This design comes from an exercise in tuning for small area and a short achievable clock period on the open sky130 flow, not from production work. RTL that was checked went through simulation tests only; none was proved equivalent to the original. Power and IR drop assume default switching activity.

Setup of exp/maple:
==> flow/design.v (excerpt) <==
module pattern_driver_top (
  input  logic                            user_clock2_i,
  input  logic                            reset_i,
  input  logic                            sclk_i,
  input  logic                            mosi_i,
  input  logic                            ss_n_i,
  input  logic                            control_trigger_i,
  input  logic                            latch_data_i,
  output logic [2*8-1:0]    driver_io_o,
  output logic                            update_cycle_complete_o
);
clock: 5.0 ns
lec_check: 0
cap_margin: 20
core_margin: 2
core_utilization: 55
place_density: 0.7
slew_margin: 20
run.sh (not shown) runs the stock make flow with config.mk's settings and CLKGATE_MAP_FILE= SYNTH_SCRIPT=/design/flow/synth_recipe.tcl, a recipe that flattens the netlist after the stock synthesis.
exp/maple completed end to end with timing, DRC and antenna clean.
Inputs modified between exp/maple and exp/xenon:
Settings: changing CORE_UTILIZATION from 55 to 30; removing PLACE_DENSITY (formerly 0.7).
From exp/maple to exp/xenon the numbers moved as follows: violation count after the first detailed-routing iteration shows an increase of about 2%, cell count shows an increase of 24%. Lower post-route clock period utilization among exp/xenon and exp/maple: exp/maple. Between exp/xenon and exp/maple, the endpoint arrival time on the critical path is lower for exp/maple. Power per unit of standard cell area sits lower in exp/xenon than in exp/maple. Cmp exp/xenon vs exp/maple: part of the power in combinational logic lower in exp/xenon. exp/xenon ended up with a lower post-route worst setup slack than exp/maple did. Compare exp/xenon and exp/maple | area of the die higher: exp/xenon.
No functional check of the RTL was part of any run of this note.

Another version of the RTL of pattern_driver_top (not shown whole).
Size: roughly 960 flip-flops, about 24 I/O pins.
Settings: LEC_CHECK=0, CAP_MARGIN=20, CORE_MARGIN=2, CORE_UTILIZATION=55, CTS_BUF_LIST=sky130_fd_sc_hd__clkbuf_16, CTS_CLUSTER_DIAMETER=100, CTS_CLUSTER_SIZE=25, PLACE_DENSITY=0.7, SETUP_SLACK_MARGIN=3.1, SLEW_MARGIN=20, TNS_END_PERCENT=0; clock period 5.0 ns.
Then changed:
SETUP_SLACK_MARGIN = 3.3   (was 3.1)
TNS_END_PERCENT = not set   (was 0)
Effect: The changed run went through all stages and came out clean. Setup slack barely changes. Wire length grows by roughly a tenth. Count of clock-buffer cells in the layout shrinks by 1. Design area grows by a few percent. Fmax stays flat. Hold slack improves by 5.8 ps. Clock power is about the same. Non-clock buffer count grows by 20. Total power stays flat.
Then changed:
SETUP_SLACK_MARGIN = 2.8   (was 3.3)
The new run finished with timing, DRC and antenna clean.
Design area came out lower by 5.6%.
Fmax went down by 4.8%.
Cell count shrinks by 1.3%.
Synthesized area does not change.
Power is about the same.
Sequential share of layout area rises by 3.9 points.
Setup slack is worse by 100 ps.
Worst hold slack degrades by 5.4 ps.
Synthesized cell count does not change.
Die area stays the same.

Another version of the RTL of pattern_driver_top (not shown whole).
For scale: about 2200 cells after synthesis, about 950 flip-flops, ~24 I/O pins, about 0.034 sq mm of cells after synthesis.
Design pattern_driver_top, start of the top module:
module pattern_driver_top (
  input  logic                            user_clock2_i,
  input  logic                            reset_i,
  input  logic                            sclk_i,
  input  logic                            mosi_i,
  input  logic                            ss_n_i,
  input  logic                            control_trigger_i,
  input  logic                            latch_data_i,
  output logic [2*8-1:0]    driver_io_o,
  output logic                            update_cycle_complete_o
);
Settings: LEC_CHECK=0, CAP_MARGIN=20, CORE_MARGIN=2, CORE_UTILIZATION=55, CTS_BUF_LIST=sky130_fd_sc_hd__clkbuf_16, CTS_CLUSTER_DIAMETER=100, CTS_CLUSTER_SIZE=25, PLACE_DENSITY=0.7, SETUP_SLACK_MARGIN=2.8, SLEW_MARGIN=20; clock period 5.0 ns.
Rerun with:
- CTS_BUF_LIST: sky130_fd_sc_hd__clkbuf_16 -> default
- CTS_CLUSTER_DIAMETER: 100 -> default
- CTS_CLUSTER_SIZE: 25 -> default
Worst hold slack gets worse by 0.011 ns.
Core utilization climbs by 2.8 points.
Power climbs by 24%.
Count of clock-buffer cells in the layout climbs by 84.
Final cell count climbs by 2.9%.
First-iteration DRC count drops by 0.93%.
Clock power climbs by 73%.
Fmax climbs by 0.32%.
Setup slack gets better by 0.0071 ns.
Critical path depth is unchanged.
Wire length climbs by 1.5%.

RTL: one of the versions met above, not the one the previous note started from.
For scale: ~2300 cells after synthesis, roughly 24 I/O pins.
## pattern_driver_top
module pattern_driver_top (
  input  logic                            user_clock2_i,
  input  logic                            reset_i,
  input  logic                            sclk_i,
  input  logic                            mosi_i,
  input  logic                            ss_n_i,
  input  logic                            control_trigger_i,
  input  logic                            latch_data_i,
  output logic [2*8-1:0]    driver_io_o,
  output logic                            update_cycle_complete_o
);
  localparam int MEM_LENGTH = 48;
  logic                          sclk_rise;
  logic                          mosi_s;
  logic                          ss_active;
  logic                          ss_rise;
  logic                          trigger_rise;
  logic                          latch_rise;
  logic                          frame_valid;
  logic [24-1:0]     frame_data;
  logic [8-1:0]    mem_we;
  logic [MEM_LENGTH-1:0]         wrow;
  pattern_driver_pkg::entry_t    mem_wdata;
  logic [8-1:0]    invert_mask;
  logic                          enable_next;
  logic                          rd_en;
  logic [MEM_LENGTH-1:0]         rd_sel;
  pin_sync pin_sync_i (
    .user_clock2_i     (user_clock2_i),
    .reset_i           (reset_i),
    .sclk_i            (sclk_i),
    .mosi_i            (mosi_i),
    .ss_n_i            (ss_n_i),
    .control_trigger_i (control_trigger_i),
    .latch_data_i      (latch_data_i),
    .sclk_rise_o       (sclk_rise),
    .mosi_o            (mosi_s),
    .ss_active_o       (ss_active),
    .ss_rise_o         (ss_rise),
    .trigger_rise_o    (trigger_rise),
    .latch_rise_o      (latch_rise)
  );
  spi_frame_rx spi_frame_rx_i (
    .user_clock2_i (user_clock2_i),
    .reset_i       (reset_i),
  ...
clock: 5.0 ns
lec_check: 0
cap_margin: 20
core_margin: 2
core_utilization: 55
cts_buf_list: sky130_fd_sc_hd__clkbuf_16
cts_cluster_diameter: 100
cts_cluster_size: 25
place_density: 0.7
setup_slack_margin: 3.1
slew_margin: 20
tns_end_percent: 15
The baseline went through all stages and came out clean.
Edit:
SETUP_SLACK_MARGIN = 3.0   (was 3.1)
TNS_END_PERCENT = 5   (was 15)
=>
- The changed run produced a clean layout
- maximum frequency drops by about 0.8%
- area after synthesis is unchanged
- via count came out lower by 0.53%
- setup slack loses 0.018 ns
- power hardly moves
- clock power hardly moves
- design area barely changes
- first-iteration DRC count increases by 1.2%
- global-route usage barely changes
- sequential share of layout area went up by 0.21 points
Edit:
SETUP_SLACK_MARGIN = 3.1   (was 3.0)
What happened:
- The changed run ran to the end with no violations
- fmax went up slightly
- hold slack is about the same
- count of clock-buffer cells in the layout stays the same
Edit:
TNS_END_PERCENT = not set   (was 5)
Result:
- The new run completed with no timing, DRC or antenna violations
- area after synthesis stays the same
- worst hold slack degrades by 0.0099 ns
- global-route usage increases by 0.27 points
- synthesized cell count does not change
- die area does not change
Edit:
SETUP_SLACK_MARGIN = 3.2   (was 3.1)
TNS_END_PERCENT = 5   (was not set)
What happened: The new run finished clean; synthesized area is unchanged; first-iteration DRC count went up by 5.8%; hold slack improves by 0.013 ns; design area went down by 1.2%; routed wire length went up by 0.51%; sequential power is about the same; die area is unchanged; fmax went down by 1.0%; register-to-register slack degrades by 0.05 ns.

[port drivers added, routing unchanged]
No port has a modelled driver above. Below, the same layouts with a new extraction and two added sets of constraints.
Step 1: set_driving_cell puts a clkbuf_16 on user_clock2_i and a buf_2 on each other input, an assumption about the parent block.
Step 2 times the ports against the registers' clock, not the clock port: input delays grow and output delays shrink by t, the midpoint of the rising clock arrivals with the driver on.
Slacks: ideal ports / drivers / drivers and shift; pairs: ideal ports / drivers.
run	t, ns	slack for setup (ns)	latest minus earliest clock arrival (ns)	worst register clock-pin slew, ns	worst data-port slew with drivers (ns)
exp/maple	0.699	1.738 / 1.738 / 1.738	0.039 / 0.038	0.06 / 0.06	0.04
exp/xenon	0.708	1.594 / 1.594 / 1.594	0.028 / 0.027	0.06 / 0.06	0.07
the first run of note 2	0.678	2.931 / 2.875 / 2.361	0.025 / 0.025	0.10 / 0.10	0.04
the second run of note 2	0.678	2.932 / 2.866 / 2.530	0.034 / 0.034	0.10 / 0.10	0.05
the third run of note 2	0.683	2.829 / 2.762 / 2.407	0.035 / 0.035	0.10 / 0.10	0.04
the first run of note 3	0.675	2.771 / 2.771 / 2.327	0.024 / 0.025	0.10 / 0.10	0.04
the second run of note 3	0.714	2.778 / 2.772 / 2.244	0.039 / 0.039	0.07 / 0.07	0.04
the first run of note 4	0.686	2.914 / 2.846 / 2.481	0.046 / 0.045	0.10 / 0.10	0.05
the second run of note 4	0.692	2.896 / 2.825 / 2.281	0.047 / 0.048	0.10 / 0.10	0.05
the third run of note 4	0.689	2.913 / 2.843 / 2.354	0.043 / 0.043	0.10 / 0.10	0.05
the fourth run of note 4	0.674	2.931 / 2.868 / 2.475	0.036 / 0.037	0.10 / 0.10	0.03
the fifth run of note 4	0.691	2.910 / 2.842 / 2.447	0.044 / 0.043	0.10 / 0.10	0.05
After both steps setup and hold are still met in every run listed. For the second run of note 4, which loses most, drivers alone change the setup slack by -0.071 ns; drivers and shift together by -0.615 ns.
